Context: an optimization exercise on an open-source flow, tuned for small area, a short achievable clock period and few clock cycles. The choices shown serve that exercise and are no tape-out recipe. Only simulation tests tie the RTL to the original design; equivalence was not proved. Power is estimated from default activity; no workload was simulated.

Setup of build 8:
Design ccl_top, start of the top module:
module ccl_top (
    input  logic                              clk,
    input  logic                              reset,
    input  logic [7:0]                        rom_q,
    output logic [$clog2(128)-1:0] rom_a,
    output logic [$clog2(1024)-1:0]    sram_a,
    output logic [7:0]                        sram_d,
    output logic                              sram_wen,
    output logic                              finish
);
Size in the first run: roughly 4700 cells after synthesis, roughly 37 I/O pins.
==> flow/config.mk <==
export PLATFORM = sky130hd
export DESIGN_NAME = ccl_top
export DESIGN_NICKNAME = ccl_top
export VERILOG_FILES = /design/flow/design.v
export SDC_FILE = /design/flow/constraint.sdc
export NUM_CORES = 4
export LEC_CHECK = 0
export CAP_MARGIN = 20
export CORE_MARGIN = 2
export CORE_UTILIZATION = 45
export SLEW_MARGIN = 20
==> flow/constraint.sdc <==
create_clock -name core_clock -period 10.0 [get_ports {clk}]
set_input_delay 2.0000 -clock core_clock [delete_from_list [all_inputs] [get_ports {clk}]]
set_output_delay 2.0000 -clock core_clock [all_outputs]
set_load 0.01 [all_outputs]
standard.sh (not shown) runs the stock make flow with config.mk's settings and CLKGATE_MAP_FILE= SYNTH_SCRIPT=/design/flow/synth_recipe.tcl, a recipe that flattens the netlist after the stock synthesis.
==> flow/flow/run.sh <==
#!/bin/bash
# The standard layout (the standard.sh: standard synthesis, floorplan,
# placement, CTS, routing, finish), with the timing repair steps asked to
# leave 6.8 ns of setup slack at the design's 10 ns clock instead of 0.
# The constraints (constraint.sdc) are the design's, unchanged.
set -euo pipefail
export SETUP_SLACK_MARGIN=6.8
bash standard.sh synth > synth.log 2>&1
bash standard.sh finish > layout.log 2>&1
Build 8 finished every stage and its layout cleared the timing, design-rule and antenna checks.
Testbench counts of build 8, summed over its fixed seeds: cycles 33,171.
Edits applied to the flow inputs when going from build 8 to build 65:
-- flow/flow/run.sh --
<<< build 8, line 4
# leave 6.8 ns of setup slack at the design's 10 ns clock instead of 0.
>>> build 65, line 4
# leave 7.0 ns of setup slack at the design's 10 ns clock instead of 0.
<<< build 8, line 7
export SETUP_SLACK_MARGIN=6.8
>>> build 65, line 7
export SETUP_SLACK_MARGIN=7.0
### Flow results
Diff build 65..build 8 | largest fanout on the critical path | unchanged
Comparing build 65 and build 8, the higher clock share of power was measured on build 65.
Compared with build 8, build 65 shows a global-route usage that is 0.60 points higher.
What build 76 does differently from build 65 at the input level:
# build 65
export LEC_CHECK = 0
export CAP_MARGIN = 20
export CORE_MARGIN = 2
export CORE_UTILIZATION = 45
export SLEW_MARGIN = 20
create_clock -name core_clock -period 10.0 [get_ports {clk}]
# build 76
export LEC_CHECK = 0
export CAP_MARGIN = 20
export CORE_MARGIN = 2
export CORE_UTILIZATION = 40
export SLEW_MARGIN = 20
create_clock -name core_clock -period 10.0 [get_ports {clk}]
-- flow/flow/run.sh --
<<< build 65, line 4
# leave 7.0 ns of setup slack at the design's 10 ns clock instead of 0.
>>> build 76, line 4
# leave 6.8 ns of setup slack at the design's 10 ns clock instead of 0.
<<< build 65, line 7
export SETUP_SLACK_MARGIN=7.0
>>> build 76, line 7
export SETUP_SLACK_MARGIN=6.8
==> summary.txt <==
Build 76 vs. build 65: width of the chip higher; instance count on the critical path has increased; switching share of power held steady; worst voltage drop across the vdd grid roughly the same.
Across both runs, met3 global-route usage was lower for build 76 than for build 65.
As of build 76, total power after layout had fallen slightly compared to build 65.

========
Another version of the RTL of ccl_top (not shown whole).
For scale: ~4700 cells after synthesis.
clock: 10.0 ns
lec_check: 0
cap_margin: 20
core_margin: 2
core_utilization: 50
slew_margin: 20
==> flow/flow/run.sh <==
#!/bin/bash
# The standard layout (the standard.sh: standard synthesis, floorplan,
# placement, CTS, routing, finish), with the timing repair steps asked to
# leave 6.8 ns of setup slack at the design's 10 ns clock instead of 0.
# The constraints (constraint.sdc) are the design's, unchanged.
set -euo pipefail
export SETUP_SLACK_MARGIN=6.8
bash standard.sh synth > synth.log 2>&1
bash standard.sh finish > layout.log 2>&1
Testbench counts at the start, summed over its fixed seeds: cycles 33,179.
Next try:
--- a/flow/config.mk
+++ b/flow/config.mk
@@ -8,4 +8,4 @@
 export CAP_MARGIN = 20
 export CORE_MARGIN = 2
-export CORE_UTILIZATION = 50
+export CORE_UTILIZATION = 45
 export SLEW_MARGIN = 20
Outcome:
- design area hardly moves
- non-clock buffer count falls by 36
- worst setup slack degrades by 0.027 ns
- cell count came out higher by 2.9%
- clock skew is lower by 0.010 ns
- register-to-register slack is about the same
- die area climbs by about 11%
- core utilization shrinks by 5.6 points
- power climbs by 2.6%

## afterwards: timing with drivers on the ports
How much do the figures lean on ideal ports? The routed layouts below were timed once more, with nothing changed but the port constraints.
Step 1 sets driving cells, clkbuf_16 on the clock port and buf_2 on the other inputs (assumed; they add their load-dependent delay and slew).
Step 2 times the ports against the registers' clock, not the clock port: input delays grow and output delays shrink by t, the midpoint of the rising clock arrivals with the driver on.
Three values: ideal, step 1, step 2; two values: the first two.
run	t, ns	setup slack, ns	hold WS [ns]	worst setup path after step 2	clock arrival spread, ns
build 8	0.863	6.656 / 6.575 / 6.261	0.356 / 0.356 / 0.356	input, reset recovery	0.075 / 0.074
build 65	0.896	6.573 / 6.486 / 6.186	0.356 / 0.356 / 0.356	input to register	0.075 / 0.074
build 76	0.876	6.571 / 6.492 / 5.988	0.348 / 0.348 / 0.348	input to register	0.042 / 0.042
the first run of note 2	0.855	6.616 / 6.545 / 5.933	0.353 / 0.353 / 0.353	input to register	0.042 / 0.041
the second run of note 2	0.857	6.589 / 6.508 / 6.065	0.329 / 0.329 / 0.329	input to register	0.035 / 0.035
After both steps setup and hold are still met in every run listed. The setup slack of the first run of note 2, which loses most, moves by -0.071 ns with the drivers and by -0.683 ns with both steps. Setup slack includes reset recovery checks.
